This is an optimization exercise on Yosys and OpenROAD, whose aim is small area, a short achievable clock period and few clock cycles per item, not a production implementation.
No run shown here included a check of the RTL's function; only the layout flow was run.
Power figures rest on the tool's default switching activity, not on a simulated workload.

### standard.sh
#!/bin/bash
# synth_recipe.tcl (not shown) runs the flow's synth.tcl, then flattens the netlist and writes it again
# the make line also repeats each setting of config.mk as NAME=value (left out here)
make -C /OpenROAD-flow-scripts/flow DESIGN_CONFIG=/design/flow/config.mk WORK_HOME=/design/flow/orfs CLKGATE_MAP_FILE= SYNTH_SCRIPT=/design/flow/synth_recipe.tcl "${@:-finish}"
### flow/run.sh
#!/bin/bash
# The standard layout, with faster port buffers.
set -euo pipefail
bash standard.sh "BUFFER_PORTS_ARGS=-buffer_cell sky130_fd_sc_hd__buf_4" finish > standard.log 2>&1
### constraint.sdc
create_clock -name core_clock -period 4.0 [get_ports {aclk}]
set_input_delay 0.8000 -clock core_clock [delete_from_list [all_inputs] [get_ports {aclk}]]
set_output_delay 0.8000 -clock core_clock [all_outputs]
set_load 0.01 [all_outputs]
### config.mk
export PLATFORM = sky130hd
export DESIGN_NAME = bst_engine_top
export DESIGN_NICKNAME = bst_engine_top
export VERILOG_FILES = /design/flow/design.v
export SDC_FILE = /design/flow/constraint.sdc
export NUM_CORES = 4
export LEC_CHECK = 0
export ABC_CLOCK_PERIOD_IN_PS = 1500
export CAP_MARGIN = 20
export CORE_MARGIN = 2
export CORE_UTILIZATION = 60
export CTS_CLUSTER_DIAMETER = 150
export CTS_CLUSTER_SIZE = 25
export SETUP_SLACK_MARGIN = 2.0
export SLEW_MARGIN = 20
### design.v
package bst_pkg;
    localparam int TOKEN_WIDTH   = 8;
    localparam int PAYLOAD_WIDTH = 32;
    localparam int NODE_COUNT    = 16;
endpackage
`timescale 1ns/1ps
module bst_engine_top (
    input  logic              aclk,
    input  logic              aresetn,
    input  logic              req_valid,
    output logic              req_ready,
    input  logic [47:0]       req,
    output logic              cpl_valid,
    input  logic              cpl_ready,
    output logic [32:0]       cpl
);
    localparam int N  = bst_pkg::NODE_COUNT;
    localparam int TW = bst_pkg::TOKEN_WIDTH;
    localparam int PW = bst_pkg::PAYLOAD_WIDTH;
    logic [TW-1:0] tok [N];
    logic [PW-1:0] pay [N];
    logic [N-1:0]  dead;     
    logic [N-1:0]  used;     
    logic          p_ins;    
    logic          p_dup;    
    logic [4:0]    mq0, mq1;     
    logic [1:0]    mq_cnt;
    logic          c_v;
    logic [PW:0]   c_q;
    logic          n_rdy;
    logic          fire, ins_fire, srch_fire, any;
    logic [N-1:0]  wsel, newest, live, match;
    logic          c_free, pop;
    logic [4:0]    menc;
    logic [N-1:0]  head;
    logic [PW-1:0] sel_pay;
    assign req_ready = !n_rdy;
    assign cpl_valid = c_v;
    assign cpl       = c_q;
    assign fire      = req_valid && !n_rdy;
    assign ins_fire  = fire && (req[47:40] == 8'd1);
    assign srch_fire = fire && (req[47:40] == 8'd2);
    always_comb begin
        for (int i = 0; i < N; i++) begin
            wsel[i]   = ((i == 0) ? 1'b1 : used[i-1]) && !used[i];
            newest[i] = used[i] && ((i == N-1) ? 1'b1 : !used[i+1]);
            live[i]   = used[i] && ((p_ins && newest[i]) ? !p_dup : !dead[i]);
        end
    end
    always_comb begin
        for (int i = 0; i < N; i++)
            match[i] = live[i] && (tok[i] == req[39:32]);
    end
    assign any = |match;
    always_comb begin
        menc = {any, 4'd0};
        for (int i = 0; i < N; i++)
            if (match[i]) menc[3:0] = menc[3:0] | 4'(i);
    end
    always_ff @(posedge aclk) begin
        for (int i = 0; i < N; i++) begin
            if (wsel[i]) begin
                tok[i] <= req[39:32];
                pay[i] <= req[31:0];
            end
            if (p_ins && newest[i]) dead[i] <= p_dup;
        end
    end
    always_ff @(posedge aclk) begin
        p_dup <= any;
    end
    always_ff @(posedge aclk or negedge aresetn) begin
        if (!aresetn) begin
            used  <= '0;
            p_ins <= 1'b0;
        end else begin
            if (ins_fire) used <= {used[N-2:0], 1'b1};
            p_ins <= ins_fire && !used[N-1];
        end
    end
    assign c_free = !c_v || cpl_ready;
    assign pop    = c_free && (mq_cnt != 2'd0);
    always_ff @(posedge aclk) begin
        if (mq_cnt == 2'd0 || pop) mq0 <= mq_cnt[1] ? mq1 : menc;
        if (mq_cnt == 2'd1)        mq1 <= menc;
    end
    always_ff @(posedge aclk or negedge aresetn) begin
        if (!aresetn) begin
            mq_cnt <= 2'd0;
            c_v    <= 1'b0;
            n_rdy  <= 1'b0;
        end else begin
            case (mq_cnt)
                2'd0:    mq_cnt <= srch_fire ? 2'd1 : 2'd0;
                2'd1:    mq_cnt <= (srch_fire == pop) ? 2'd1 : (srch_fire ? 2'd2 : 2'd0);
                default: mq_cnt <= pop ? 2'd1 : 2'd2;
            endcase
            n_rdy  <= (mq_cnt[1] && !pop) || (mq_cnt == 2'd1 && srch_fire && !pop);
            c_v    <= pop || (c_v && !cpl_ready);
        end
    end
    always_comb begin
        sel_pay = '0;
        for (int i = 0; i < N; i++) begin
            head[i] = mq0[4] && (mq0[3:0] == 4'(i));
            sel_pay = sel_pay | (pay[i] & {PW{head[i]}});
        end
    end
    always_ff @(posedge aclk) begin
        if (c_free) c_q <= {sel_pay, !mq0[4]};
    end
endmodule
==> flow_results.org, run 1 <==
** Detailed routing
- Drt first-iter violations :: around 1,900
- Summed over all layers, the routed wires come to 74,300 µm.
- In the final routed layout, each cell accounts on average for 31.4 µm.
- Detailed routing inserted a total of around 15,000 vias.
- Number of nets with antenna violations after routing :: 0
- Via-to-Cell Ratio :: 6.51
- Number of iterations in the first detailed-routing pass :: 5
- DRC violations left :: 0

** STA
- Static timing analysis puts the maximum clock frequency at 0.427 GHz.
- After layout, the worst path uses 58.5% of the clock period.
- Setup skew after layout :: 0.0279 ns
- Worst-case setup margin in the final layout :: 1.66 ns
- The max-slew violation total from the final report is 0.
- Final number of hold-violating endpoints :: 0
- Counting I/O delays and the setup requirement, the final critical path takes 2.34 ns.
- Slew at the pin closest to its max-slew limit :: 0.988 ns
- Measured against its own limit, the worst slew margin works out to 33.4%.
- Setup Total Neg Slack :: 0 ns
- Hold timing on the final database bottoms out at a slack of 0.0654 ns.
- Setup violations remaining at the end of the flow were counted as 0.
- Setup repair after global routing could not meet its margin everywhere.

** Yosys
- The synthesized netlist occupies a cell area of between 20,000 and 30,000 µm².
- In this run, synthesis produced a sequential element count of between 700 and 800.
- In the synthesized netlist, the number of instances is 1,537.
- Synthesized netlist net count :: 1,590
- The Yosys step of the flow raised 3 warnings.
- Sequential cells were found to cover between 70% and 80% of the synthesized design area.
- In the synthesized netlist the dominant register cell turns out to be edfxtp_1.
- Number of enable flip-flop cells after synthesis :: 699
- Yosys mapped the design onto between 50 and 60 distinct sky130hd cell types.
- Each instance of the synthesized netlist takes up on average 17.6 µm².
- Counting flops with an async set or reset pin after synthesis yields a share of 2.91%.

** CTS
- Number of buffers added to fix hold violations after cts :: 0
- # H-tree levels :: 2
- Clock-pin slew was measured on the worst setup and hold paths at 0.10 ns.
- Buffers inserted during clock tree synthesis total 34.
- TritonCTS built the clock tree.
- The later pin in the worst-skew pair is clocked with a latency of 0.60 ns.
- Maximum buffer depth of the clock tree :: 3
- The root buffer cell chosen for the clock tree is clkbuf_16.
- Clock tree synthesis found a total of 721 sinks.

** Global route
- Pin count of the biggest net entering global routing :: 43
- Vias in the first global route :: 14,866
- Wire length of the first global-routing pass :: 104,000 µm
- GRT Overall Usage :: a little under a third
- Grt total ovfl :: 0
- The number of antenna violations at the first check in global routing was 1.

** Placed design
- Placer's final routability congestion estimate :: between 0.8 and 0.9
- Placement-stage worst setup slack :: roughly 1.1 ns
- Placed insts :: 2,196
- HPWL after detailed placement :: 37,000 µm
- Count of input and output buffers :: 86
- In this run the cell area measured after placement is 28,800 µm².

** Cells and area
- Fraction of final layout cells sized beyond drive strength 1 :: ~28%
- After filler insertion, the fill cell instance count of the layout stands at approximately 2,700.
- The sequential cells in the finished layout cover a total of between 20,000 and 25,000 µm².
- Post-Route Utilization :: between 70 and 80%
- The count of cells in the finished layout, fillers not included, comes to 2,366.
- Compared with the post-synthesis result, the final layout area differs by 19.5%.
- Final instance area :: 32,400 µm²
- In the final layout, the multi-input gates occupy between 6000 and 7000 µm².
- Number of antenna cells inserted :: 0
- In the final design database the tool counted 1,815 nets.

** Min path
- Hold/Removal Path Class :: input pin to asynchronous set/reset pin

** Power and ir drop
- PnR Total Power :: roughly 13 mW
- Pwr per Cell Area :: 394 nW/µm²
- VDD sags by at most 0.460 mV.
- In this run the static leakage power is 11.0 nW.

** Flow run
- The tool flagged a number of max-cap violations equal to 0.

** Worst setup path
- STA puts the critical path data required time at 4.32 ns.
- The slowest stage of the critical path belongs to the cell edfxtp_1.
- Slowest Stage Delay on Critical Path :: about 0.53 ns
- Data arrival time of the worst path :: 2.66 ns
- STA classifies the critical path startpoint as a register.
- The critical path is of the register to register type.
- Critical Path Fanout Max :: 6
- The worst setup path is captured at a register.
- Walking the worst path, the cells encountered are nand3b_1, buf_6, nor2_4, buf_12, buf_4, a22oi_2, nand2_1, or4_4.

** Floorplan
- Core ar. :: around 44,000 µm²
- Die boundary height :: 216 µm
- In this run the core area contains 77 standard-cell rows.
- The die covers around 47,000 µm².
- Die outline width :: about 220 µm
- Ports placed on the boundary :: 87
- Starting utilization of the core area :: between 60 and 70%

** Outcome
- The run finished with no timing, DRC or antenna violations.
critical path: cells and delay by family (launching register included):
kind	cells	cell delay, ns
AND/OR/NAND/NOR	4	0.89
AO/OA/AOI/OAI	1	0.17
flip-flops	1	0.53
buffers and inverters	3	0.47
cell type report:
| cell class | instances | area share [%] |
|---|---|---|
| repair buffers | 250 | 8.81 |
| inverters | 10 | 0.128 |
| flip-flops and latches | 721 | 66.6 |
| well taps | 592 | 2.29 |
| multi-input cells | 745 | 19.2 |
| clock buffers | 46 | 2.83 |
| clock inverters | 2 | 0.120 |
registers in the layout, indices dropped and copies added, names as in the netlist, 2 cells and up:
name	cells
pay	512
tok	128
c_q	33
dead	16
used	16
mq0	5
mq1	5
mq_cnt	2
report_power, final:
part	switching (mW)	internal, mW	total [mW]
clock network	2.23	1.69	3.91
logic	0.268	0.144	0.412
registers	0.0412	8.37	8.41
repair_timing:
| item | CTS | global route |
|---|---|---|
| endpoints found under the setup margin | 244 | 71 |
| gates resized for setup | 188 | 84 |
| pin swaps | 58 | 55 |
| buffers inserted | 83 | 14 |
| hold endpoints to repair | 0 | 0 |
| cloned | 22 | 3 |
layout by cell type, fill, tap and decap left out, drive strengths merged, types with 3 or more instances in the layout:
master	n
nor2b	22
a221oi	5
dfrtp	21
nor3	14
xnor2	78
nand3	15
nor4	16
a22oi	241
o21ai	10
and2	17
inv	9
mux2i	6
or4	26
nand2b	14
edfxtp	699
buf	243
a21oi	3
xor2	50
clkbuf	52
a22o	4
nand2	120
o2111ai	3
and4	3
mux2	20
nand3b	3
nand4	20
nor2	29
path summary, 6_finish.rpt:
check                           startpoint   endpoint  slack [ns]  cells past startpoint
worst max-delay path                mq0[4]    c_q[32]        1.66                      8
worst min-delay path               aresetn   used[12]        0.07                      1
worst max register to register      mq0[4]    c_q[32]        1.66                      8
worst min register to register      mq1[3]     mq0[3]        0.56                      1
max in group asynchronous          aresetn      p_ins        3.69                      1
min in group core_clock             req[7]  pay[5][7]        0.50                      1
kinds of logic after synthesis:
| family | share of synthesized area [%] |
|---|---|
| mux | 1.05 |
| buf+inv | 1.64 |
| fa+ha+maj | 0.0462 |
| xor+xnor | 4.14 |
| flops | 79.5 |
| simple gates | 5.86 |
| compound gates | 7.75 |
synthesized netlist by cell type, types with 3 or more instances:
library cell	instances	area (µm²)
nor2_1	24	90.1
mux2_2	20	225
and2_1	16	100
nor2b_1	19	119
nor4_1	14	87.6
xor2_1	50	438
or4_1	25	188
a22o_1	4	35.0
edfxtp_1	699	21000
o2111ai_1	3	26.3
nand3_1	15	75.1
clkbuf_1	42	158
a21oi_1	3	15.0
a221oi_1	5	43.8
nor3_1	13	65.1
buf_6	10	113
buf_2	10	50.1
buf_4	3	22.5
nand3b_1	3	22.5
inv_1	8	30.0
o21ai_0	10	50.1
nand2b_1	14	87.6
xnor2_1	78	683
a22oi_1	241	1810
buf_8	3	45.0
nand4_1	20	125
mux2i_1	6	60.1
dfrtp_1	21	526
nand2_1	119	447
metal layers:
metal | vias to the layer above | share of wire [%] | GRT usage (%)
met5 | - | 0.022 | 0
met4 | 2 | 3.5 | 11.4
met3 | 145 | 8.4 | 5.71
met2 | 813 | 48 | 50.8
li1 | 6518 | - | -
met1 | 7932 | 40 | 44.2
==> inputs of run 2 (changes only) <==
==> design.v (replaced) <==
package bst_pkg;
    localparam int TOKEN_WIDTH   = 8;
    localparam int PAYLOAD_WIDTH = 32;
    localparam int NODE_COUNT    = 16;
endpackage
`timescale 1ns/1ps
module bst_engine_top (
    input  logic              aclk,
    input  logic              aresetn,
    input  logic              req_valid,
    output logic              req_ready,
    input  logic [47:0]       req,
    output logic              cpl_valid,
    input  logic              cpl_ready,
    output logic [32:0]       cpl
);
    localparam int N  = bst_pkg::NODE_COUNT;
    localparam int TW = bst_pkg::TOKEN_WIDTH;
    localparam int PW = bst_pkg::PAYLOAD_WIDTH;
    logic [TW-1:0] tok [N];
    logic [PW-1:0] pay [N];
    logic [N-1:0]  dead;     
    logic [N-1:0]  used;     
    logic          p_ins;    
    logic          p_dup;    
    logic          c_v;
    logic [PW:0]   c_q;
    logic          c_free, fire, ins_fire, srch_fire, any;
    logic [N-1:0]  wsel, newest, live, match;
    logic [PW-1:0] sel_pay;
    assign c_free    = !c_v || cpl_ready;
    assign req_ready = c_free;
    assign cpl_valid = c_v;
    assign cpl       = c_q;
    assign fire      = req_valid && c_free;
    assign ins_fire  = fire && (req[47:40] == 8'd1);
    assign srch_fire = fire && (req[47:40] == 8'd2);
    always_comb begin
        for (int i = 0; i < N; i++) begin
            wsel[i]   = ((i == 0) ? 1'b1 : used[i-1]) && !used[i];
            newest[i] = used[i] && ((i == N-1) ? 1'b1 : !used[i+1]);
            live[i]   = used[i] && ((p_ins && newest[i]) ? !p_dup : !dead[i]);
        end
    end
    always_comb begin
        for (int i = 0; i < N; i++)
            match[i] = live[i] && (tok[i] == req[39:32]);
    end
    assign any = |match;
    always_ff @(posedge aclk) begin
        for (int i = 0; i < N; i++) begin
            if (wsel[i]) begin
                tok[i] <= req[39:32];
                pay[i] <= req[31:0];
            end
            if (p_ins && newest[i]) dead[i] <= p_dup;
        end
    end
    always_ff @(posedge aclk) begin
        p_dup <= any;
    end
    always_ff @(posedge aclk or negedge aresetn) begin
        if (!aresetn) begin
            used  <= '0;
            p_ins <= 1'b0;
            c_v   <= 1'b0;
        end else begin
            if (ins_fire) used <= {used[N-2:0], 1'b1};
            p_ins <= ins_fire && !used[N-1];
            c_v   <= srch_fire || (c_v && !cpl_ready);
        end
    end
    always_comb begin
        sel_pay = '0;
        for (int i = 0; i < N; i++)
            sel_pay = sel_pay | (pay[i] & {PW{match[i]}});
    end
    always_ff @(posedge aclk) begin
        if (c_free) c_q <= {sel_pay, !any};
    end
endmodule
--- a/config.mk
+++ b/config.mk
@@ -11,5 +11,5 @@
 export CORE_UTILIZATION = 60
 export CTS_CLUSTER_DIAMETER = 150
 export CTS_CLUSTER_SIZE = 25
-export SETUP_SLACK_MARGIN = 2.0
+export SETUP_SLACK_MARGIN = 2.2
 export SLEW_MARGIN = 20
==> run 2 against run 1 <==
  * Still clean on timing, DRC and antenna
  * Power fell by 2.2%
  * First-iteration DRC count rose by 16%
  * Worst hold slack improved by 0.031 ns
  * Largest cell class unchanged
==> flow_results.org, run 2 <==
** Floorplan
- Die outline width :: 215 µm (-0.45%)
- The vertical extent of the die was 215 µm (-0.45%).
- The total number of placement rows was 77 (unchanged).
- Die Area :: 46,400 µm² (-0.89%)
- The floorplan core area came to 44,200 µm² (-0.43%).
- Starting utilization of the core area :: 60.7% (-0.29 points)
- Ports placed on the boundary :: 87 (unchanged)

** Yosys
- Number of enable flip-flop cells after synthesis :: 689 (-1.4%)
- Synthesized netlist net count :: 1,451 (-8.7%)
- The share of synthesized area spent on multiplexers came to 0.848% (-0.20 points).
- Asr flop ratio synth :: 2.54% (-0.37 points)
- The warning count from the yosys run is 3 (unchanged).
- Among all flip-flop cells after synthesis, the most frequent one is edfxtp_1.
- By area the synthesized netlist is led by edfxtp_1 (77%), a22o_1 (3.5%), xnor2_1 (3.3%), a221oi_1 (2.6%), dfrtp_1 (1.7%).
- Share of the yosys chip area belonging to registers :: 78.8% (-0.67 points)
- The fraction of synthesized cell area in xor and xnor cells was 4.21% (+0.066 points).
- After synthesis, the largest family of logic cells by area is compound AO/OA/AOI/OAI gates.
- The average cell area after synthesis was 19.2 µm² (+8.9%).
- The unique cell type count in the Yosys netlist was 51 (-14%).
- Total of flip-flops plus latches after synthesis :: 708 (-1.8%)
- The post-synthesis cell count was 1,399 (-9.0%).
- Leading post-synthesis cells by instance count :: edfxtp_1 (689), a22o_1 (107), xnor2_1 (101), a221oi_1 (81), nand4_1 (44)
- Area share of fa/ha/maj cells after synthesis :: 0% (-0.046 points)
- edfxtp_1 is the most common cell in the netlist.
- Summed over all instances, the cell type with the most area after synthesis is edfxtp_1.
- The compound-gate portion of the synthesized area was 9.09% (+1.3 points).
- Top-area cell type share of the netlist area :: 77.1% (-0.41 points)
- The post-synthesis cell area is 26,800 µm² (-0.91%).
- Simple-gate share of the synthesized area :: 4.46% (-1.4 points)

** Worst setup path
- Critical Path Fanout Max :: 9 (+3)
- Crit end category :: register
- Worst Path Required :: 4.34 ns (+0.02 ns)
- STA classifies the critical path startpoint as a register.
- The data arrival time of the critical path came to 2.77 ns (+0.11 ns).
- The worst setup path is of the register to register kind.
- The worst reg-to-reg setup slack is 1.57 ns (-0.09 ns).

** STA
- The slew at the pin closest to its max-slew limit came to 0.878 ns (-0.110 ns).
- The worst slew margin relative to its limit was 41.2% (+7.8 points).
- Count of final max-slew check failures :: 0 (unchanged)
- The final critical-path required period is 2.43 ns (+0.0937 ns).
- Setup repair after global routing could not meet its margin everywhere.
- The worst hold slack came to 0.0962 ns (+0.0309 ns).
- The achievable clock frequency is 0.411 GHz (-3.8%).
- The number of hold-slack violations in the final timing report was 0 (unchanged).
- Setup Total Neg Slack :: 0 ns (unchanged)
- Final period util :: 60.9% (+2.3 points)
- Setup skew after layout :: 0.0360 ns (+0.00811 ns)
- Setup violators final :: 0 (unchanged)

** Placed design
- HPWL after detailed placement :: 34,000 µm (-8.0%)
- Placed insts :: 2,055 (-6.4%)
- The final weighted congestion in routability-driven placement is 0.754 (-12%).
- The cell area reported after detailed placement is 28,600 µm² (-0.68%).
- The count of input and output buffers came to 86 (unchanged).

** Detailed routing
- The number of detailed-route iterations in the first pass came to 5 (unchanged).
- The routed wirelength normalized by instance count came to 35.3 µm (+13%).
- Number of nets with antenna violations after routing :: 0 (unchanged)
- DRC violations left :: 0 (unchanged)
- The count of routing violations after the opening detailed-route iteration came to 2,191 (+16%).
- Total Wirelength :: 79,100 µm (+6.5%)
- The total via count in the routed design was 15,201 (-1.4%).
- Via-to-Cell Ratio :: 6.79 (+4.2%)

** Cells and area
- Fraction of final layout cells sized beyond drive strength 1 :: 30.8% (+2.7 points)
- Fin cells :: 2,239 (-5.4%)
- In the layout the commonest cells are edfxtp_1 (689), buf_4 (113), a22o_1 (104).
- The register with the most flip-flops in the final layout is pay.
- Number of filler cells placed in the layout :: 2,600 (-5.3%)
- Final instance area :: 32,500 µm² (+0.55%)
- Leaving out fill and tap cells, the most frequent cell in the layout is edfxtp_1.
- The count of nets after finishing is 1,678 (-7.5%).
- Area Overhead vs Synth :: 21.2%
- Largest register FFs :: 512 (unchanged)
- Registers with the highest flip-flop counts :: pay (512), tok (128), c_q (33)

** Global route
- Number of antenna violations at the first check in global routing :: 5 (+4)
- Vias in the first global route :: 14,463 (-2.7%)
- GRT Overall Usage :: 33.5% (+1.8 points)
- Wire length of the first global-routing pass :: 108,000 µm (+3.5%)
- Grt total ovfl :: 0 (unchanged)
- The largest net degree at the start of global routing is 43 (unchanged).

** Power and ir drop
- Pwr per Cell Area :: 383 nW/µm² (-2.7%)
- The overall power after layout was 12.5 mW (-2.2%).
- Maximum VDD drop :: 0.353 mV (-23%)
- Leak Pwr :: 10.8 nW (-1.8%)

** Min path
- Hold/Removal Path Class :: input pin to asynchronous set/reset pin

** CTS
- Source-to-sink clock delay at the later pin of the worst-skew pair :: 0.60 ns (about the same)
- TritonCTS built the clock tree.
- The buffer levels on the longest clock path came to 3 (unchanged).
- CTS root buf :: clkbuf_16
- Clk pin slew, worst setup/hold paths :: 0.10 ns (about the same)
- # H-tree levels :: 2 (unchanged)
- The number of CTS-inserted buffers is 34 (unchanged).
- Clock tree sinks :: 708 (-1.8%)

** Outcome
- The flow ran to the end and the layout has no timing, DRC or antenna violations.

** Flow run
- Max Cap Violations :: 0 (unchanged)
==> run 2: worst max-delay path: stages, from the launching register on <==
cell      delay, ns
dfrtp_2        0.44
buf_12         0.12
buf_6          0.10
nand2_4        0.09
o2111a_1       0.28
and3_4         0.24
buf_4          0.22
a22oi_1        0.25
nand2_1        0.09
or3_1          0.35
==> run 2: layout make-up <==
type                       instances  area (µm²)  area share (%)
clock inverter                     4        53.8           0.165
timing repair buffer             261        3370            10.4
timing repair inverter             1        7.51          0.0231
inverter                          19        75.1           0.231
tap                              592         741            2.28
antenna                            3        7.51          0.0231
multi-input combinational        601        6190            19.0
clock buffer                      50         911            2.80
sequential                       708       21200            65.1
==> run 2: worst paths after layout <==
kind | startpoint | to | depth (start not counted)
worst max-delay path | p_ins | c_q[20] | 9
worst min-delay path | aresetn | used[2] | 1
worst max register to register | p_ins | c_q[20] | 9
worst min register to register | pay[9][10] | c_q[11] | 2
max in group asynchronous | aresetn | used[3] | 1
min in group core_clock | req[25] | pay[15][25] | 1
==> run 2: metrics by stage <==
stage,util (%),setup slack (ns)
2_1_floorplan,-,1.52
3_3_place_gp,64.7,0.708
3_5_place_dp,64.7,0.651
4_1_cts,71.5,1.64
5_1_grt,73.5,1.53
6_report,73.6,1.57
==> run 2: where the power goes <==
| part | switching [mW] | internal (mW) |
|---|---|---|
| clock network | 2.24 | 1.63 |
| logic | 0.245 | 0.129 |
| registers | 0.0264 | 8.19 |
==> run 2: kinds of logic (layout without fill, tap and decap cells) <==
group                     Yosys count  count (layout)
xor gates and xnor gates          128             128
other                               0               3
and+or+nand+nor                   178             182
muxes                              19              19
buffers and inverters              94             335
AOI/OAI and AO/OA                 272             272
DFF                               708             708
==> run 2: layer usage <==
layer  GRT usage (%)  vias up  share of wire, %
met3            7.19      119                10
met1            48.4     7978                40
met2            52.0      890                47
met4            10.1        0               3.1
li1                -     6214                 -
met5               0        -                 0
==> run 2: what timing repair did <==
action / 4_1_cts / 5_1_grt
pin swaps: 54 / 39
gates resized for setup: 195 / 83
gates cloned: 26 / 8
hold buffers: 0 / 0
setup endpoints to repair: 337 / 98
setup buffers: 64 / 29
==> inputs of run 3 (changes only) <==
--- a/config.mk
+++ b/config.mk
@@ -11,5 +11,5 @@
 export CORE_UTILIZATION = 60
 export CTS_CLUSTER_DIAMETER = 150
 export CTS_CLUSTER_SIZE = 25
-export SETUP_SLACK_MARGIN = 2.2
+export SETUP_SLACK_MARGIN = 2.0
 export SLEW_MARGIN = 20
==> run 3 against run 2 <==
  * Non-clock buffer count fell by 8
  * Clock skew shrank 0.0034 ns
  * Clock power about the same
  * Combinational power decreased by 3%
  * Worst setup slack gained 0.034 ns
  * Area after synthesis did not move
  * Wire length down 3.8%
  * Largest power group unchanged
  * Highest routed layer unchanged
==> flow_results.org, run 3 <==
** Yosys
- The unique cell type count in the Yosys netlist is 51 (unchanged).
- The top cell type's share of synthesized area was 77.1% (unchanged).
- The number of flops mapped to enable cells by yosys was 689 (unchanged).
- In the post-synthesis netlist, the cell with the most instances is edfxtp_1.
- Share of synthesized area spent on multiplexers :: 0.848% (unchanged)
- The area fraction in and, or, nand and nor cells after synthesis was 4.46% (unchanged).
- Asr flop ratio synth :: 2.54% (unchanged)
- The post-synthesis cell area is 26,800 µm² (unchanged).
- Compound-cell area share of the yosys netlist :: 9.09% (unchanged)
- The number of storage elements in the synthesis netlist was 708 (unchanged).
- Share of the yosys chip area belonging to registers :: 78.8% (unchanged)
- The adder-cell share of the synthesized area came to 0% (unchanged).
- Gate Count Post-Synth :: 1,399 (unchanged)
- Yosys warning count :: 3 (unchanged)
- Synthesized netlist net count :: 1,451 (unchanged)
- Main combinational cell family by area after synthesis :: compound AO/OA/AOI/OAI gates
- The most used flip-flop cell after synthesis is edfxtp_1.
- Leading post-synthesis cells by instance count :: edfxtp_1 (689), a22o_1 (107), xnor2_1 (101), a221oi_1 (81), nand4_1 (44)
- Area share of xor/xnor cells in the synthesized design :: 4.21% (unchanged)
- Yosys attributes the largest share of cell area to edfxtp_1 (77%), a22o_1 (3.5%), xnor2_1 (3.3%), a221oi_1 (2.6%), dfrtp_1 (1.7%).
- The biggest area contributor in the post-synthesis netlist is edfxtp_1.
- Post-Syn Area per Cell :: 19.2 µm² (unchanged)

** Worst setup path
- Among all stages on the critical path, the largest delay is contributed by dfrtp_4.
- The data required time of the critical path came to 4.33 ns (about the same).
- The maximum net fanout on the critical path came to 15 (+6).
- Startpoint of the lowest-slack register-to-register path :: p_ins
- Critical path start-end classification :: register to register
- STA classifies the critical path endpoint as a register.
- The largest stage delay on the critical path is 0.46 ns (+0.02 ns).
- Crit path buf inv count :: 4 (+1)
- By instance count, the cell type seen most on the critical path is buf_6.
- On the critical path the largest part of the delay comes from simple AND/OR/NAND/NOR gates.
- Critical path launch point :: p_ins
- The data arrival time of the critical path came to 2.73 ns (-0.04 ns).
- Traced cell by cell, the critical path runs through buf_6, buf_6, nand4b_1, o2111ai_4, nor3_4, buf_12, clkbuf_16, a22oi_1, nand2_1, or3_1.
- Startpoint type of the worst setup path :: register

** Power and ir drop
- The internal power is 9.95 mW (about the same).
- Net switching power of the design :: 2.49 mW (-1.1%)
- Leak Pwr :: 10.7 nW (-1.1%)
- The sequential power share was 66.1% (+0.2 points).
- The clock network fraction of total power is 31.0% (about the same).
- The maximum vdd ir drop is 0.473 mV (+34%).
- Part of the total power dissipated in combinational logic :: 2.9% (about the same)
- Fraction of power spent switching nets :: 20.0% (-0.19 points)
- The power per cell area came to 387 nW/µm² (+0.93%).

** Detailed routing
- Via-to-Cell Ratio :: 6.74 (-0.79%)
- Number of iterations in the first detailed-routing pass :: 5 (unchanged)
- The count of nets left with antenna violations after detail routing came to 0 (unchanged).
- Total via count in the routed design :: 14,973 (-1.5%)
- The total wire length came to 76,100 µm (-3.8%).
- DRC violations left :: 0 (unchanged)
- The count of routing violations after the opening detailed-route iteration is 1,911 (-13%).
- The routed wirelength normalized by instance count was 34.2 µm (-3.1%).

** STA
- Final period util :: 60.0% (-0.86 points)
- The max-slew violation total from the final report was 0 (unchanged).
- Max frequency :: 0.417 GHz (+1.4%)
- Setup repair after global routing could not meet its margin everywhere.
- The final-report setup violation count is 0 (unchanged).
- The slew at the pin closest to its max-slew limit came to 1.07 ns (+0.188 ns).
- Setup skew after layout :: 0.0326 ns (-0.00338 ns)
- The worst slew margin relative to its limit came to 28.7% (-13 points).
- The final critical-path required period is 2.40 ns (-0.0343 ns).
- Final number of hold-violating endpoints :: 0 (unchanged)
- Setup Total Neg Slack :: 0 ns (unchanged)

** Global route
- Number of antenna violations at the first check in global routing :: 3 (-2)
- The largest net degree at the start of global routing was 43 (unchanged).
- Vias in the first global route :: 14,156 (-2.1%)
- The first-pass GRT wire length came to 103,000 µm (-4.4%).
- Grt total ovfl :: 0 (unchanged)
- GRT Overall Usage :: 31.8% (-1.7 points)

** Cells and area
- The final non-filler cell total is 2,223 (-0.71%).
- The share of layout cells above drive strength 1 was 30.0% (-0.74 points).
- Top register by number of flip-flops :: pay
- Most common library cell in the layout ignoring fill and taps :: edfxtp_1
- The number of flip-flops in the largest register was 512 (unchanged).
- The area growth from synthesis to layout is 19.8%.
- The largest registers in the layout are pay (512), tok (128), c_q (33).
- In the layout the commonest cells are edfxtp_1 (689), buf_4 (140), a22o_1 (103).
- Final-stage net count :: 1,668 (-0.60%)

** CTS
- Clk pin slew, worst setup/hold paths :: 0.10 ns (about the same)
- # H-tree levels :: 2 (unchanged)
- The number of CTS-inserted buffers came to 34 (unchanged).
- The count of hold buffers inserted by post-cts repair came to 0 (unchanged).
- In this run the clock root is driven by a clkbuf_16.
- Maximum buffer depth of the clock tree :: 3 (unchanged)
- Clock tree sinks :: 708 (unchanged)
- The clock network latency to the later pin of the worst-skew pair was 0.60 ns (about the same).
- TritonCTS built the clock tree.

** Floorplan
- The floorplan core area is 44,200 µm² (unchanged).
- Std-Cell Rows :: 77 (unchanged)
- Die boundary height :: 215 µm (unchanged)
- Die Area :: 46,400 µm² (unchanged)
- Starting utilization of the core area :: 60.7% (unchanged)
- The number of top-level pins is 87 (unchanged).
- The die width is 215 µm (unchanged).

** Placed design
- The cell count after placement is 2,057 (+0.097%).
- Placer's final routability congestion estimate :: 0.756 (+0.25%)
- Count of input and output buffers :: 86 (unchanged)
- HPWL after detailed placement :: 34,200 µm (+0.50%)

** Flow run
- The max-capacitance violation count came to 0 (unchanged).

** Min path
- Hold/Removal Path Class :: input pin to asynchronous set/reset pin

** Outcome
- Result of the run :: timing/DRC/antenna clean
[run 3: cell count changes in the layout (fill, tap and decap cells not counted), moves of 5 or more]
cell      delta
buf_16      -10
buf_4       +27
buf_6       -26
a221oi_1     -5
clkbuf_1     -5
[run 3: logic make-up (layout without fill, tap and decap cells)]
family | after synthesis | after routing
AOI/OAI and AO/OA | 272 | 272
xor gates and xnor gates | 128 | 128
buffers and inverters | 94 | 320
DFF | 708 | 708
muxes | 19 | 19
other | 0 | 3
and+or+nand+nor | 178 | 181
[run 3: worst paths after layout]
check / depth (start not counted) / slack, ns / end
worst max-delay path: 10 / 1.60 / c_q[20]
worst min-delay path: 1 / 0.09 / used[10]
worst max register to register: 10 / 1.60 / c_q[20]
worst min register to register: 2 / 0.57 / c_q[5]
max in group asynchronous: 1 / 3.62 / p_ins
min in group core_clock: 1 / 0.50 / pay[8][0]
[run 3: routing by layer]
metal  vias up  GRT usage [%]  routed length (µm)
met1      7838           46.0               30800
met3       147           6.82                7610
met2       819           49.4               35100
met4         0           9.52                2600
met5         -              0                   0
li1       6169              -                   -
[run 3: worst register-to-register path, delay by kind of cell (launching register included)]
family                 cells  cell delay [ns]
and+or+nand+nor            4             0.68
buffers and inverters      4             0.61
DFF                        1             0.46
AOI/OAI and AO/OA          2             0.43
[run 3: power by group through the flow]
stage | Clock [mW] | Combinational (mW) | Sequential [mW]
2_1_floorplan | 0 | 0.159 | 8.38
3_3_place_gp | 0 | 0.327 | 8.38
3_5_place_dp | 0 | 0.337 | 8.38
4_1_cts | 3.90 | 0.353 | 8.21
5_1_grt | 4.13 | 0.389 | 8.22
6_report | 3.85 | 0.364 | 8.21
[run 3: stage by stage]
stage               power (mW)  utilization (%)  worst slack (ns)  instance area [µm²]  hold slack (ns)
global route              12.7             72.7              1.52                32200           0.0933
detailed placement        8.72             64.7             0.722                28600            0.536
finish                    12.4             72.7              1.60                32200           0.0950
global placement          8.70             64.7             0.634                28600            0.534
floorplan                 8.54                -              1.52                27300            0.504
CTS                       12.5             70.0              1.64                31000           0.0806
[run 3: timing repair]
action / 4_1_cts / 5_1_grt
pin swaps: 27 / 48
setup endpoints to repair: 291 / 185
gates cloned: 15 / 12
gates resized for setup: 121 / 83
setup buffers: 47 / 41
[run 3: final cells by class]
cell class | instances | area, µm²
sequential | 708 | 21200
fill | 2662 | 12100
multi-input combinational | 600 | 6120
timing repair buffer | 253 | 3100
clock buffer | 46 | 917
tap | 592 | 741
inverter | 19 | 73.8
clock inverter | 2 | 28.8
antenna | 3 | 7.51
==> inputs of run 4 (changes only) <==
--- a/design.v
+++ b/design.v
@@ -23,16 +23,20 @@
     logic [N-1:0]  used;     
     logic          p_ins;    
     logic          p_dup;    
+    logic          m_v;
+    logic [N-1:0]  m_q;
     logic          c_v;
     logic [PW:0]   c_q;
-    logic          c_free, fire, ins_fire, srch_fire, any;
+    logic          fire, ins_fire, srch_fire, any;
     logic [N-1:0]  wsel, newest, live, match;
+    logic          c_free, m_free;
     logic [PW-1:0] sel_pay;
     assign c_free    = !c_v || cpl_ready;
-    assign req_ready = c_free;
+    assign m_free    = !m_v || c_free;
+    assign req_ready = m_free;
     assign cpl_valid = c_v;
     assign cpl       = c_q;
-    assign fire      = req_valid && c_free;
+    assign fire      = req_valid && m_free;
     assign ins_fire  = fire && (req[47:40] == 8'd1);
     assign srch_fire = fire && (req[47:40] == 8'd2);
     always_comb begin
@@ -63,19 +67,29 @@
         if (!aresetn) begin
             used  <= '0;
             p_ins <= 1'b0;
-            c_v   <= 1'b0;
         end else begin
             if (ins_fire) used <= {used[N-2:0], 1'b1};
             p_ins <= ins_fire && !used[N-1];
-            c_v   <= srch_fire || (c_v && !cpl_ready);
+        end
+    end
+    always_ff @(posedge aclk) begin
+        if (m_free) m_q <= match;
+    end
+    always_ff @(posedge aclk or negedge aresetn) begin
+        if (!aresetn) begin
+            m_v <= 1'b0;
+            c_v <= 1'b0;
+        end else begin
+            m_v <= srch_fire || (m_v && !c_free);
+            c_v <= (m_v && c_free) || (c_v && !cpl_ready);
         end
     end
     always_comb begin
         sel_pay = '0;
         for (int i = 0; i < N; i++)
-            sel_pay = sel_pay | (pay[i] & {PW{match[i]}});
+            sel_pay = sel_pay | (pay[i] & {PW{m_q[i]}});
     end
     always_ff @(posedge aclk) begin
-        if (c_free) c_q <= {sel_pay, !any};
+        if (c_free) c_q <= {sel_pay, ~|m_q};
     end
 endmodule
==> run 4 against run 3 <==
  * Largest cell class unchanged
  * Global-route usage is 3.9 points lower
  * Maximum frequency grew 11%
  * Count of clock-buffer cells in the layout grew 2
  * Combinational power decreased by about 20%
  * Clock skew down 0.013 ns
  * Highest routed layer is now met5
  * Clock power hardly changed
  * Sequential cell count grew 17
  * Cell area shrank 7.4%
  * Area after synthesis is 0.41% lower
  * Critical endpoint is now req_ready
==> flow_results.org, run 4 <==
** Outcome
- The flow ran to the end and the layout has no timing, DRC or antenna violations.

** Yosys
- Post-Syn Area per Cell :: 19.2 µm² (+0.16%)
- Among all cell types in the netlist, the one instantiated most often is edfxtp_1.
- Yosys attributes the largest share of cell area to edfxtp_1 (79%), a221oi_1 (4.2%), a22o_1 (4.2%), xnor2_1 (4.2%), dfrtp_1 (1.8%).
- Yosys warning count :: 3 (unchanged)
- Leading post-synthesis cells by instance count :: edfxtp_1 (705), a221oi_1 (128), a22o_1 (128), xnor2_1 (128), clkbuf_1 (65)
- Combined area of all synthesized cells :: 26,700 µm² (-0.41%)
- The largest total area in the synthesized netlist belongs to edfxtp_1.
- Number of enable flip-flop cells after synthesis :: 705 (+2.3%)
- The sequential area share after synthesis came to 81.1% (+2.2 points).
- Top-area cell type share of the netlist area :: 79.2% (+2.1 points)
- The unique cell type count in the Yosys netlist came to 29 (-43%).
- Top_reg_cell synth :: edfxtp_1
- Synthesized netlist net count :: 1,443 (-0.55%)
- Asr flop ratio synth :: 2.62% (+0.078 points)
- The number of storage elements in the synthesis netlist is 725 (+2.4%).
- Gate Count Post-Synth :: 1,391 (-0.57%)

** STA
- Remaining max-slew budget at the tightest pin :: 39.6% (+11 points)
- Worst-case setup margin in the final layout :: 1.85 ns (+0.246 ns)
- The slew at the pin closest to its max-slew limit was 0.903 ns (-0.163 ns).
- The worst hold slack was 0.0703 ns (-0.0247 ns).
- The setup TNS after final layout came to 0 ns (unchanged).
- The max-slew violation total from the final report is 0 (unchanged).
- Final period util :: 53.9% (-6.1 points)
- Setup skew after layout :: 0.0195 ns (-0.0131 ns)
- Final number of hold-violating endpoints :: 0 (unchanged)
- Max frequency :: 0.464 GHz (+11%)
- The final-report setup violation count came to 0 (unchanged).
- The final critical-path required period came to 2.15 ns (-0.246 ns).
- Setup repair after global routing missed its margin :: true

** Min path
- Hold/Removal Path Class :: input pin to asynchronous set/reset pin

** Cells and area
- Final-stage net count :: 1,577 (-5.5%)
- The share of layout cells above drive strength 1 is 17.7% (-12 points).
- pay holds more flip-flops than any other register.
- Area Overhead vs Synth :: 11.4%
- In the final layout, the registers with the most flip-flops are pay (512), tok (128), c_q (33).
- Largest register FFs :: 512 (unchanged)
- The number of fill cells in the layout came to 3,016 (+13%).
- The count of antenna diodes in the layout was 0 (-3).
- The final non-filler cell total came to 2,129 (-4.2%).
- Most common library cell in the layout ignoring fill and taps :: edfxtp_1
- In the layout the commonest cells are edfxtp_1 (705), buf_4 (153), a22o_1 (128), a221oi_1 (128), xnor2_1 (128).

** Floorplan
- The floorplan core area is 44,100 µm² (-0.22%).
- Ports placed on the boundary :: 87 (unchanged)
- Starting utilization of the core area :: 60.6% (-0.12 points)
- The die width was 215 µm (-0.20%).
- The total number of placement rows is 77 (unchanged).
- Die Area :: 46,200 µm² (-0.41%)
- Die boundary height :: 215 µm (-0.20%)

** Worst setup path
- Slowest Stage Delay on Critical Path :: 0.19 ns (-0.27 ns)
- The sum of buffers and inverters on the critical path is 3 (-1).
- The data arrival time of the critical path was 1.35 ns (-1.38 ns).
- The worst setup path is launched from an input pin.
- In this run the worst setup path begins at cpl_ready.
- Critical path's top delay family :: buffers and inverters
- The setup path with the least slack is of type input pin to primary output.
- On the critical path, the stage with the largest delay is an instance of nand3b_1.
- Most prevalent standard cell on the critical path :: buf_6
- Startpoint of the lowest-slack register-to-register path :: p_ins
- The maximum net fanout on the critical path was 2 (-13).
- Cell-by-cell listing of the critical path :: buf_6, nand3b_1, buf_12, buf_6
- Crit end category :: primary output
- Worst Path Required :: 3.20 ns (-1.13 ns)

** Placed design
- The final weighted congestion in routability-driven placement came to 0.765 (+1.1%).
- The cell count after placement came to 2,033 (-1.2%).
- The sum of net half-perimeters after detailed placement is 34,200 µm (about the same).
- Placement-stage worst setup slack :: 1.26 ns (+0.536 ns)
- Count of input and output buffers :: 86 (unchanged)

** CTS
- The clock edge transition at the registers on the reported setup and hold paths was 0.10 ns (about the same).
- The number of clock sinks was 725 (+2.4%).
- # H-tree levels :: 2 (unchanged)
- Number of buffers added to fix hold violations after cts :: 0 (unchanged)
- The buffer levels on the longest clock path is 3 (unchanged).
- CTS root buf :: clkbuf_16
- The number of CTS-inserted buffers is 34 (unchanged).
- TritonCTS clock tree :: yes
- Source-to-sink clock delay at the later pin of the worst-skew pair :: 0.58 ns (-0.02 ns)

** Detailed routing
- The total wire length came to 64,000 µm (-16%).
- Wire length per cell :: 30.1 µm (-12%)
- The count of routing violations after the opening detailed-route iteration is 1,581 (-17%).
- The number of detailed-route iterations in the first pass came to 7 (+2).
- Number of nets with antenna violations after routing :: 0 (unchanged)
- The vias per cell was 6.54 (-2.9%).
- The remaining design rule violation count is 0 (unchanged).
- The total via count in the routed design was 13,929 (-7.0%).

** Power and ir drop
- Maximum VDD drop :: 0.396 mV (-16%)
- PnR Total Power :: 12.6 mW (+1.1%)
- Pwr per Cell Area :: 422 nW/µm² (+9.3%)
- The static power due to leakage is 9.68 nW (-9.7%).

** Global route
- Vias in the first global route :: 13,423 (-5.2%)
- The remaining global-route overflow was 0 (unchanged).
- The largest net degree at the start of global routing came to 43 (unchanged).
- The first-pass GRT wire length came to 92,500 µm (-10%).
- The number of antenna violations at the first check in global routing was 2 (-1).
- GRT Overall Usage :: 27.9% (-3.9 points)

** Flow run
- The max-capacitance violation count was 0 (unchanged).
[run 4: cell count changes in the layout (fill, tap and decap cells not counted), moves of 14 or more]
cell | before | now
a221oi_2 | 78 | 0
xnor2_2 | 14 | 0
inv_1 | 17 | 2
xnor2_1 | 88 | 128
buf_6 | 43 | 14
a221oi_1 | 13 | 128
buf_12 | 39 | 9
edfxtp_1 | 689 | 705
a22oi_1 | 32 | 0
xor2_1 | 26 | 0
a22o_1 | 103 | 128
mux2_2 | 0 | 22
[run 4: routing by layer]
| metal | global-route usage [%] | wire (µm) |
|---|---|---|
| met3 | 4.56 | 5280 |
| met5 | 0 | 27 |
| met4 | 9.06 | 1760 |
| met2 | 42.7 | 29600 |
| met1 | 41.9 | 27400 |
[run 4: power by group]
| group | total [mW] | internal, mW | switching [mW] |
|---|---|---|---|
| clock network | 3.88 | 1.70 | 2.18 |
| registers | 8.40 | 8.38 | 0.0206 |
| logic | 0.292 | 0.0936 | 0.199 |
| total | 12.6 | 10.2 | 2.40 |
[run 4: what timing repair did]
action / in CTS / in global routing
gates cloned: 5 / 0
buffers inserted: 37 / 5
resized for setup: 22 / 2
pin swaps: 1 / 0
setup endpoints to repair: 359 / 58
[run 4: final timing paths]
kind | cells after the start | endpoint | slack (ns)
worst max-delay path | 4 | req_ready | 1.85
max in group asynchronous | 1 | p_ins | 3.70
min in group core_clock | 1 | c_v | 0.48
worst min register to register | 1 | c_v | 0.48
worst min-delay path | 1 | c_v | 0.07
worst max register to register | 6 | p_dup | 2.04
[run 4: cell families (layout without fill, tap and decap cells)]
group	after synthesis	count (layout)	synth area share, %
buffers and inverters	87	228	1.39
XOR/XNOR	128	128	4.19
multiplexers	29	29	1.30
flip-flops	725	725	81.1
AO/OA/AOI/OAI	260	260	8.48
AND/OR/NAND/NOR	162	167	3.57
[run 4: per-stage QoR]
stage	util, %	instance area, µm²
floorplan	-	26900
global route	67.5	29800
detailed placement	64.0	28300
finish	67.5	29800
CTS	67.3	29700
global placement	64.0	28200
[run 4: area by class of cell]
cell class	instances	area (µm²)	share of cell area [%]
repair buffers	177	1500	5.04
multi-input cells	584	4880	16.4
clock buffers	48	967	3.25
well taps	592	741	2.49
flip-flops and latches	725	21700	72.8
inverters	3	11.3	0.0378
==> inputs of run 5 (changes only) <==
==> design.v (replaced) <==
package bst_pkg;
    localparam int TOKEN_WIDTH   = 8;
    localparam int PAYLOAD_WIDTH = 32;
    localparam int NODE_COUNT    = 16;
endpackage
`timescale 1ns/1ps
module bst_engine_top (
    input  logic              aclk,
    input  logic              aresetn,
    input  logic              req_valid,
    output logic              req_ready,
    input  logic [47:0]       req,
    output logic              cpl_valid,
    input  logic              cpl_ready,
    output logic [32:0]       cpl
);
    localparam int N  = bst_pkg::NODE_COUNT;
    localparam int TW = bst_pkg::TOKEN_WIDTH;
    localparam int PW = bst_pkg::PAYLOAD_WIDTH;
    logic [TW-1:0] tok [N];
    logic [PW-1:0] pay [N];
    logic [N-1:0]  dead;     
    logic [N-1:0]  used;     
    logic [TW-1:0] t_tok;
    logic          t_srch;   
    logic          t_ins;    
    logic [N-1:0]  mq0, mq1;     
    logic [1:0]    mq_cnt;
    logic          c_v;
    logic [PW:0]   c_q;
    logic          n_rdy;
    logic          fire, ins_fire, srch_fire, any;
    logic [N-1:0]  wsel, newest, match;
    logic          c_free, pop, push, t_hold, cnt_two;
    logic [PW-1:0] sel_pay;
    assign req_ready = !n_rdy;
    assign cpl_valid = c_v;
    assign cpl       = c_q;
    assign fire      = req_valid && !n_rdy;
    assign ins_fire  = fire && (req[47:40] == 8'd1);
    assign srch_fire = fire && (req[47:40] == 8'd2);
    always_comb begin
        for (int i = 0; i < N; i++) begin
            wsel[i]   = ((i == 0) ? 1'b1 : used[i-1]) && !used[i];
            newest[i] = used[i] && ((i == N-1) ? 1'b1 : !used[i+1]);
        end
    end
    always_ff @(posedge aclk) begin
        for (int i = 0; i < N; i++) begin
            if (wsel[i]) begin
                tok[i] <= req[39:32];
                pay[i] <= req[31:0];
            end
        end
    end
    always_ff @(posedge aclk or negedge aresetn) begin
        if (!aresetn) begin
            used <= '0;
        end else if (ins_fire) begin
            used <= {used[N-2:0], 1'b1};
        end
    end
    always_comb begin
        for (int i = 0; i < N; i++)
            match[i] = used[i] && !dead[i] && !(t_ins && newest[i]) &&
                       (tok[i] == t_tok);
    end
    assign any = |match;
    always_ff @(posedge aclk) begin
        for (int i = 0; i < N; i++) begin
            if (t_ins && newest[i]) dead[i] <= any;
        end
    end
    assign c_free  = !c_v || cpl_ready;
    assign pop     = c_free && (mq_cnt != 2'd0);
    assign t_hold  = t_srch && mq_cnt[1] && !pop;
    assign push    = t_srch && !t_hold;
    assign cnt_two = (mq_cnt[1] && (push == pop)) ||
                     (mq_cnt == 2'd1 && push && !pop);
    always_ff @(posedge aclk) begin
        if (!t_hold) t_tok <= req[39:32];
    end
    always_ff @(posedge aclk) begin
        if (mq_cnt == 2'd0 || pop)            mq0 <= mq_cnt[1] ? mq1 : match;
        if (mq_cnt == 2'd1 || mq_cnt[1] && pop) mq1 <= match;
    end
    always_ff @(posedge aclk or negedge aresetn) begin
        if (!aresetn) begin
            t_srch <= 1'b0;
            t_ins  <= 1'b0;
            mq_cnt <= 2'd0;
            c_v    <= 1'b0;
            n_rdy  <= 1'b0;
        end else begin
            if (!t_hold) begin
                t_srch <= srch_fire;
                t_ins  <= ins_fire && !used[N-1];
            end
            case (mq_cnt)
                2'd0:    mq_cnt <= push ? 2'd1 : 2'd0;
                2'd1:    mq_cnt <= (push == pop) ? 2'd1 : (push ? 2'd2 : 2'd0);
                default: mq_cnt <= (push == pop) ? 2'd2 : 2'd1;
            endcase
            n_rdy  <= cnt_two && (t_hold || srch_fire);
            c_v    <= pop || (c_v && !cpl_ready);
        end
    end
    always_comb begin
        sel_pay = '0;
        for (int i = 0; i < N; i++)
            sel_pay = sel_pay | (pay[i] & {PW{mq0[i]}});
    end
    always_ff @(posedge aclk) begin
        if (c_free) c_q <= {sel_pay, ~|mq0};
    end
endmodule
--- a/config.mk
+++ b/config.mk
@@ -9,7 +9,5 @@
 export CAP_MARGIN = 20
 export CORE_MARGIN = 2
 export CORE_UTILIZATION = 60
-export CTS_CLUSTER_DIAMETER = 150
-export CTS_CLUSTER_SIZE = 25
 export SETUP_SLACK_MARGIN = 2.0
 export SLEW_MARGIN = 20
==> run 5 against run 4 <==
  * Still clean
  * Worst hold slack improved by 0.0096 ns
  * Register-to-register slack got worse by 0.19 ns
  * Sequential power rose by 6.4%
==> flow_results.org, run 5 <==
** STA
- Final Critical Period :: 2.15 ns (-0.00543 ns)
- Setup repair after global routing missed its margin :: true
- The max-slew violation total from the final report was 0 (unchanged).
- The setup clock skew after layout came to 0.0199 ns (+0.000348 ns).
- The final-report setup violation count was 0 (unchanged).
- Slew at the pin closest to its max-slew limit :: 1.02 ns (+0.117 ns)
- Setup Total Neg Slack :: 0 ns (unchanged)
- The worst hold slack came to 0.0799 ns (+0.00964 ns).
- The final clock period utilization by the worst path is 53.7% (-0.14 points).
- The number of hold-slack violations in the final timing report was 0 (unchanged).
- Remaining max-slew budget at the tightest pin :: 31.9% (-7.7 points)
- The achievable clock frequency was 0.465 GHz (+0.25%).
- The post-route worst setup slack came to 1.85 ns (+0.00543 ns).

** Detailed routing
- The count of routing violations after the opening detailed-route iteration was 1,607 (+1.6%).
- Number of nets with antenna violations after routing :: 0 (unchanged)
- Total via count in the routed design :: 14,954 (+7.4%)
- DRC violations left :: 0 (unchanged)
- Via-to-Cell Ratio :: 6.60 (+0.91%)
- The routed wirelength normalized by instance count came to 31.7 µm (+5.5%).
- Total Wirelength :: 71,900 µm (+12%)
- Number of iterations in the first detailed-routing pass :: 5 (-2)

** Worst setup path
- Worst Path Required :: 4.46 ns (+1.26 ns)
- Startpoint type of the worst setup path :: register
- Data arrival time of the worst path :: 2.61 ns (+1.26 ns)
- Register-to-register path setup slack :: 1.85 ns (-0.19 ns)
- STA classifies the critical path endpoint as a register.
- The worst register-to-register path ends at dead[3].
- Critical path start-end classification :: register to register
- Startpoint of the lowest-slack register-to-register path :: t_tok[0]
- Worst R2R Path Depth :: 7 (+1)
- Critical Path Fanout Max :: 8 (+6)

** Global route
- Vias in the first global route :: 14,723 (+9.7%)
- The number of antenna violations at the first check in global routing is 1 (-1).
- Grt total ovfl :: 0 (unchanged)
- The global-route usage over all layers came to 30.5% (+2.6 points).
- Wire length of the first global-routing pass :: 102,000 µm (+10%)
- The largest net degree at the start of global routing was 42 (-2.3%).

** Yosys
- Post-Syn Area per Cell :: 19.4 µm² (+1.1%)
- The biggest area contributor in the post-synthesis netlist is edfxtp_1.
- Synthesized netlist net count :: 1,481 (+2.6%)
- The number of flops mapped to enable cells by yosys came to 729 (+3.4%).
- Total of flip-flops plus latches after synthesis :: 751 (+3.6%)
- Gate Count Post-Synth :: 1,428 (+2.7%)
- Yosys warning count :: 3 (unchanged)
- Synth top area cells :: edfxtp_1 (79%), a22o_1 (4.1%), a221oi_1 (4.0%), xnor2_1 (3.8%), dfrtp_1 (2.0%)
- The sequential area share after synthesis is 80.9% (-0.18 points).
- Leading post-synthesis cells by instance count :: edfxtp_1 (729), a22o_1 (129), a221oi_1 (128), xnor2_1 (119), clkbuf_1 (66)
- Asr flop ratio synth :: 2.93% (+0.31 points)
- Top-area cell type share of the netlist area :: 78.9% (-0.31 points)
- Most frequent cell after synthesis :: edfxtp_1
- Top_reg_cell synth :: edfxtp_1
- Synth unique cells :: 39 (+34%)
- The post-synthesis cell area came to 27,700 µm² (+3.8%).

** Cells and area
- The count of nets after finishing is 1,664 (+5.5%).
- The final core utilization is 71.0% (+3.6 points).
- The number of flip-flops in the largest register came to 512 (unchanged).
- Fin cells :: 2,265 (+6.4%)
- Top register by number of flip-flops :: pay
- The largest registers in the layout are pay (512), tok (128), c_q (33).
- Number of filler cells placed in the layout :: 2,849 (-5.5%)
- Fraction of final layout cells sized beyond drive strength 1 :: 21.9% (+4.2 points)
- Area Overhead vs Synth :: 16.5%
- The area occupied by multi-input gates came to 5150 µm² (+5.6%).
- Most common library cell in the layout ignoring fill and taps :: edfxtp_1
- In the layout the commonest cells are edfxtp_1 (729), buf_4 (159), a22o_1 (129).
- Number of antenna cells inserted :: 0 (unchanged)
- Area taken by flip-flops and latches :: 22,400 µm² (+3.6%)

** Floorplan
- The die width came to 219 µm (+1.9%).
- The die area was 48,000 µm² (+3.7%).
- Core ar. :: 45,500 µm² (+3.1%)
- Std-Cell Rows :: 78 (+1.3%)
- The initial core utilization is 61.0% (+0.44 points).
- The vertical extent of the die was 219 µm (+1.9%).
- Ports placed on the boundary :: 87 (unchanged)

** Placed design
- HPWL after detailed placement :: 37,000 µm (+8.0%)
- The final weighted congestion in routability-driven placement came to 0.860 (+12%).
- Placed insts :: 2,077 (+2.2%)
- Count of input and output buffers :: 86 (unchanged)
- The setup slack after placement came to 0.926 ns (-0.332 ns).

** CTS
- The clock network latency to the later pin of the worst-skew pair is 0.61 ns (+0.03 ns).
- The buffer levels on the longest clock path came to 3 (unchanged).
- Clock tree sinks :: 751 (+3.6%)
- TritonCTS built the clock tree.
- TritonCTS buffer count :: 75 (+120%)
- The level count of the clock H-tree came to 3 (+1).
- CTS placed an instance of clkbuf_16 at the clock tree root.
- Clk pin slew, worst setup/hold paths :: 0.06 ns (-0.04 ns)

** Min path
- The min-delay analysis places its worst path in the category input pin to asynchronous set/reset pin.

** Power and ir drop
- Pwr per Cell Area :: 507 nW/µm² (+20%)
- The maximum vdd ir drop is 0.361 mV (-8.9%).
- The static power due to leakage was 10.7 nW (+11%).

** Flow run
- The max-capacitance violation count was 0 (unchanged).

** Outcome
- The flow ran to the end and the layout has no timing, DRC or antenna violations.
==> run 5: cell types whose count changed after synthesis, moves of 9 or more <==
cell	previous run	this run
buf_2	17	0
buf_6	1	11
xnor2_1	128	119
edfxtp_1	705	729
nor4_1	23	10
nand2_1	18	4
==> run 5: cell families (layout without fill, tap and decap cells) <==
| family | Yosys count | after routing | share of synthesized area (%) |
|---|---|---|---|
| mux | 31 | 31 | 1.34 |
| fa+ha+maj | 1 | 1 | 0.0451 |
| buf+inv | 90 | 326 | 1.60 |
| xor+xnor | 125 | 125 | 3.95 |
| simple gates | 162 | 163 | 3.81 |
| compound gates | 268 | 268 | 8.38 |
| flops | 751 | 751 | 80.9 |
==> run 5: how the worst max path moves through the flow <==
stage,from,end,slack (ns),cells past startpoint
floorplan,used[2],dead[0],1.59,5
global placement,t_tok[5],dead[9],0.91,6
detailed placement,t_tok[5],dead[13],0.93,6
CTS,c_q[9],cpl[9],1.95,1
global route,t_tok[4],dead[1],1.79,8
finish,t_tok[0],dead[3],1.85,7
==> run 5: repair_timing <==
action / 4_1_cts / 5_1_grt
pin swaps: 5 / 7
setup endpoints to repair: 132 / 79
gates cloned: 1 / 2
hold buffers: 0 / 0
gates resized for setup: 19 / 20
buffers inserted: 43 / 11
==> run 5: power breakdown <==
group / switching, mW / internal [mW]
sequential: 0.0825 / 8.86
combinational: 0.501 / 0.358
clock: 2.80 / 3.78
total: 3.38 / 13.0
==> run 5: metal layers <==
metal | wire length, µm | up-vias | share of wire, % | global-route usage, %
met5 | 16 | - | 0.022 | 0
met3 | 5840 | 130 | 8.1 | 4.63
li1 | - | 6269 | - | -
met2 | 35600 | 767 | 50 | 50.9
met4 | 2010 | 2 | 2.8 | 8.29
met1 | 28400 | 7786 | 40 | 42.5
==> run 5: final cells by class <==
| class | instances | share of cell area [%] |
|---|---|---|
| Inverter | 6 | 0.0929 |
| Multi-Input combinational cell | 588 | 15.9 |
| Timing Repair inverter | 1 | 0.0155 |
| Sequential cell | 751 | 69.5 |
| Tap cell | 600 | 2.32 |
| Timing Repair Buffer | 188 | 5.12 |
| Clock buffer | 96 | 6.32 |
| Clock inverter | 35 | 0.728 |
==> run 5: critical path, cell delays in order, from the launching register on <==
cell	delay, ns
edfxtp_1	0.40
buf_4	0.20
xnor2_1	0.36
nand4_1	0.21
nor4_4	0.37
nor4_4	0.10
nand4_1	0.20
buf_6	0.17
==> run 5: per-stage QoR <==
stage | total power, mW | area (µm²)
after floorplan | 9.44 | 27900
after global placement | 9.90 | 29300
after detailed placement | 9.91 | 29300
after CTS | 16.4 | 32100
after global routing | 16.8 | 32300
final | 16.4 | 32300
==> inputs of run 6 (changes only) <==
--- a/config.mk
+++ b/config.mk
@@ -5,9 +5,11 @@
 export SDC_FILE = /design/flow/constraint.sdc
 export NUM_CORES = 4
 export LEC_CHECK = 0
-export ABC_CLOCK_PERIOD_IN_PS = 1500
+export ABC_CLOCK_PERIOD_IN_PS = 1000
 export CAP_MARGIN = 20
 export CORE_MARGIN = 2
 export CORE_UTILIZATION = 60
+export CTS_CLUSTER_DIAMETER = 150
+export CTS_CLUSTER_SIZE = 25
 export SETUP_SLACK_MARGIN = 2.0
 export SLEW_MARGIN = 20
==> run 6 against run 5 <==
  * Worst setup slack better by 0.092 ns
  * Maximum frequency up 4.5%
  * Worst hold slack better by 0.0091 ns
  * Critical endpoint is now cpl[9]
  * Area after synthesis unchanged
  * Clock skew about the same
  * Power down 16%
  * Clock power down 39%
  * Critical path depth down 6
  * Count of clock-buffer cells in the layout down 52
  * Sequential power about the same
  * First-iteration DRC count up 0.44%
==> flow_results.org, run 6 <==
** Outcome
- Result of the run :: timing/DRC/antenna clean

** Worst setup path
- The largest stage delay on the critical path is 0.50 ns (+0.10 ns).
- The critical path starts at c_q[9].
- The signal on the critical path passes through buf_6.
- Slowest cell on the critical path :: edfxtp_1
- STA classifies the critical path endpoint as a primary output.
- Startpoint type of the worst setup path :: register
- In this run the critical register-to-register path is launched from t_tok[4].
- Data arrival time of the worst path :: 1.26 ns (-1.35 ns)
- Critical Path Fanout Max :: 1 (-7)
- In this design, the largest share of critical-path delay is due to flip-flops.
- The sum of buffers and inverters on the critical path was 1 (-1).
- The critical path is of the register to primary output type.
- Worst Path Required :: 3.20 ns (-1.26 ns)

** Yosys
- The top cell type's share of synthesized area is 78.9% (unchanged).
- The post-synthesis cell count came to 1,428 (unchanged).
- The most common cell in the synthesized netlist is edfxtp_1.
- The unique cell type count in the Yosys netlist is 39 (unchanged).
- The post-synthesis cell area was 27,700 µm² (unchanged).
- Library cell with the largest summed area after synthesis :: edfxtp_1
- Area share of fa/ha/maj cells after synthesis :: 0.0451% (unchanged)
- Top_reg_cell synth :: edfxtp_1
- Number of enable flip-flop cells after synthesis :: 729 (unchanged)
- Total of flip-flops plus latches after synthesis :: 751 (unchanged)
- The synthesized netlist net count is 1,481 (unchanged).
- The area fraction in and, or, nand and nor cells after synthesis came to 3.81% (unchanged).
- Compound-cell area share of the yosys netlist :: 8.38% (unchanged)
- Leading post-synthesis cells by instance count :: edfxtp_1 (729), a22o_1 (129), a221oi_1 (128), xnor2_1 (119), clkbuf_1 (66)
- Synth top area cells :: edfxtp_1 (79%), a22o_1 (4.1%), a221oi_1 (4.0%), xnor2_1 (3.8%), dfrtp_1 (2.0%)
- Share of the yosys chip area belonging to registers :: 80.9% (unchanged)
- Share of synthesized area spent on multiplexers :: 1.34% (unchanged)
- Asr flop ratio synth :: 2.93% (unchanged)
- The average cell area after synthesis was 19.4 µm² (unchanged).
- Main combinational cell family by area after synthesis :: compound AO/OA/AOI/OAI gates
- Yosys warning count :: 3 (unchanged)
- The fraction of synthesized cell area in xor and xnor cells is 3.95% (unchanged).

** Placed design
- The count of input and output buffers was 86 (unchanged).
- The sum of net half-perimeters after detailed placement is 37,000 µm (unchanged).
- The cell area reported after detailed placement came to 29,300 µm² (unchanged).
- The final weighted congestion in routability-driven placement was 0.860 (unchanged).

** Cells and area
- The summed area of non-filler cells in the final layout was 31,100 µm² (-3.9%).
- Area taken by flip-flops and latches :: 22,400 µm² (unchanged)
- Top register by number of flip-flops :: pay
- Final-stage net count :: 1,625 (-2.3%)
- The number of flip-flops in the largest register is 512 (unchanged).
- Most common library cell in the layout ignoring fill and taps :: edfxtp_1
- Number of antenna cells inserted :: 0 (unchanged)
- Registers with the highest flip-flop counts :: pay (512), tok (128), c_q (33)
- Area Overhead vs Synth :: 12.0%
- The share of layout cells above drive strength 1 is 19.5% (-2.4 points).
- The area occupied by multi-input gates came to 5170 µm² (+0.39%).
- The number of fill cells in the layout came to 2,977 (+4.5%).
- Leaving out fill and tap cells, the most frequent cells in the layout are edfxtp_1 (729), buf_4 (156), a22o_1 (129).

** Global route
- Number of antenna violations at the first check in global routing :: 1 (unchanged)
- Vias in the first global route :: 14,357 (-2.5%)
- The largest net degree at the start of global routing came to 42 (unchanged).
- The first-pass GRT wire length was 100,000 µm (-1.9%).
- The remaining global-route overflow was 0 (unchanged).
- GRT Overall Usage :: 30.0% (-0.47 points)

** CTS
- The number of clock sinks was 751 (unchanged).
- Maximum buffer depth of the clock tree :: 3 (unchanged)
- Clk pin slew, worst setup/hold paths :: 0.10 ns (+0.04 ns)
- # H-tree levels :: 2 (-1)
- Number of buffers added to fix hold violations after cts :: 0 (unchanged)
- The number of CTS-inserted buffers is 36 (-52%).
- The clock network latency to the later pin of the worst-skew pair is 0.58 ns (-0.03 ns).
- The tree is rooted in a clkbuf_16.
- TritonCTS clock tree :: yes

** Flow run
- The max-capacitance violation count is 0 (unchanged).

** Min path
- Hold/Removal Path Class :: input pin to asynchronous set/reset pin

** STA
- The worst hold slack came to 0.0890 ns (+0.00913 ns).
- Setup skew after layout :: 0.0195 ns (-0.000346 ns)
- Count of final max-slew check failures :: 0 (unchanged)
- Setup Total Neg Slack :: 0 ns (unchanged)
- Final number of hold-violating endpoints :: 0 (unchanged)
- The worst slew margin relative to its limit is 31.8% (-0.12 points).
- Setup repair after global routing missed its margin :: true
- The achievable clock frequency was 0.486 GHz (+4.5%).
- The final clock period utilization by the worst path came to 51.4% (-2.3 points).
- Slew at the pin closest to its max-slew limit :: 1.02 ns (+0.00181 ns)
- Final Critical Period :: 2.06 ns (-0.0922 ns)
- The final-report setup violation count was 0 (unchanged).

** Detailed routing
- Wire length per cell :: 32.5 µm (+2.4%)
- The remaining design rule violation count came to 0 (unchanged).
- The total wire length is 70,900 µm (-1.4%).
- Total via count in the routed design :: 14,576 (-2.5%)
- The count of routing violations after the opening detailed-route iteration is 1,614 (+0.44%).
- Number of iterations in the first detailed-routing pass :: 5 (unchanged)
- The count of nets left with antenna violations after detail routing came to 0 (unchanged).
- Via-to-Cell Ratio :: 6.68 (+1.2%)

** Power and ir drop
- Maximum VDD drop :: 0.349 mV (-3.1%)
- Leak Pwr :: 10.1 nW (-5.9%)
- Pwr per Cell Area :: 445 nW/µm² (-12%)

** Floorplan
- Starting utilization of the core area :: 61.0% (unchanged)
- Std-Cell Rows :: 78 (unchanged)
- The number of top-level pins is 87 (unchanged).
- Die outline width :: 219 µm (unchanged)
- The vertical extent of the die came to 219 µm (unchanged).
- The die area is 48,000 µm² (unchanged).
- The floorplan core area is 45,500 µm² (unchanged).
==> run 6: changes by cell type in the layout (fill, tap and decap cells not counted), sizes merged <==
cell,delta
clkbuf,-52
clkinv,-30
bufinv,-3
inv,+1
==> run 6: cells by family after synthesis <==
family | count (synthesis)
buffers and inverters | 90
xor gates and xnor gates | 125
AOI/OAI and AO/OA | 268
and+or+nand+nor | 162
DFF | 751
adders and majority gates | 1
muxes | 31
==> run 6: path summary, 6_finish.rpt <==
| path | to | slack (ns) | cells after the start |
|---|---|---|---|
| worst min-delay path | used[11] | 0.09 | 1 |
| worst min register to register | mq0[0] | 0.55 | 1 |
| max in group asynchronous | t_ins | 3.66 | 1 |
| min in group core_clock | pay[15][13] | 0.50 | 1 |
| worst max register to register | dead[15] | 1.96 | 8 |
| worst max-delay path | cpl[9] | 1.94 | 1 |
==> run 6: through the flow <==
stage               power (mW)  cells  util (%)  worst slack [ns]
finish                    13.8   2181      68.3              1.94
global route              14.2   2181      68.3              1.84
CTS                       13.9   2174      67.9              1.92
detailed placement        9.91   2077      64.4             0.926
global placement          9.90   2076      64.4             0.910
floorplan                 9.44   1428         -              1.59
==> run 6: what timing repair did <==
item,4_1_cts,5_1_grt
gates cloned,2,1
resized for setup,27,17
pin swaps,8,8
setup buffers,48,6
setup endpoints to repair,136,102
==> run 6: routing by layer <==
metal	vias to the layer above	wire (µm)	track usage [%]
met1	7627	27800	42.1
li1	6135	-	-
met4	2	2140	9.57
met5	-	18	0
met2	701	35200	49.6
met3	111	5710	4.17
==> run 6: area by class of cell <==
type                            count  area share (%)
Clock buffer                       44            3.06
Clock inverter                      3           0.153
Inverter                            6          0.0967
Multi-Input combinational cell    588            16.6
Sequential cell                   751            72.3
Tap cell                          600            2.42
Timing Repair Buffer              188            5.36
Timing Repair inverter              1          0.0161
==> run 6: power by group <==
group | switching (mW) | leakage [nW] | internal, mW | total, mW
clock network | 2.32 | 0.485 | 1.72 | 4.04
registers | 0.0826 | 7.06 | 8.85 | 8.93
logic | 0.502 | 2.55 | 0.359 | 0.861
total | 2.90 | 10.1 | 10.9 | 13.8

port drivers added, routing unchanged:
How much do the figures lean on ideal ports? The routed layouts below were timed once more, with nothing changed but the port constraints. Step 1 assumes that a clkbuf_16 drives the clock port and a buf_2 every other input. Step 2 times the ports against the registers' clock, not the clock port: input delays grow and output delays shrink by t, the midpoint of the rising clock arrivals with the driver on. Three values: ideal ports, drivers, drivers and shift; two values: the first two.
run	shift t [ns]	setup WS [ns]	worst setup path at the end	worst data-port slew with drivers (ns)
run 1	0.643	1.659 / 1.659 / 1.119	input to register	0.09
run 2	0.639	1.565 / 1.565 / 1.059	input to register	0.12
run 3	0.639	1.599 / 1.599 / 1.023	input to register	0.11
run 4	0.631	1.845 / 1.806 / 1.545	input to register	0.07
run 5	0.655	1.851 / 1.851 / 1.767	input to register	0.09
run 6	0.634	1.943 / 1.886 / 1.775	input to register	0.10
After both steps every run listed still meets setup and hold. The setup slack of run 3, which loses most, moves by 0.000 ns with the drivers and by -0.576 ns with both steps.
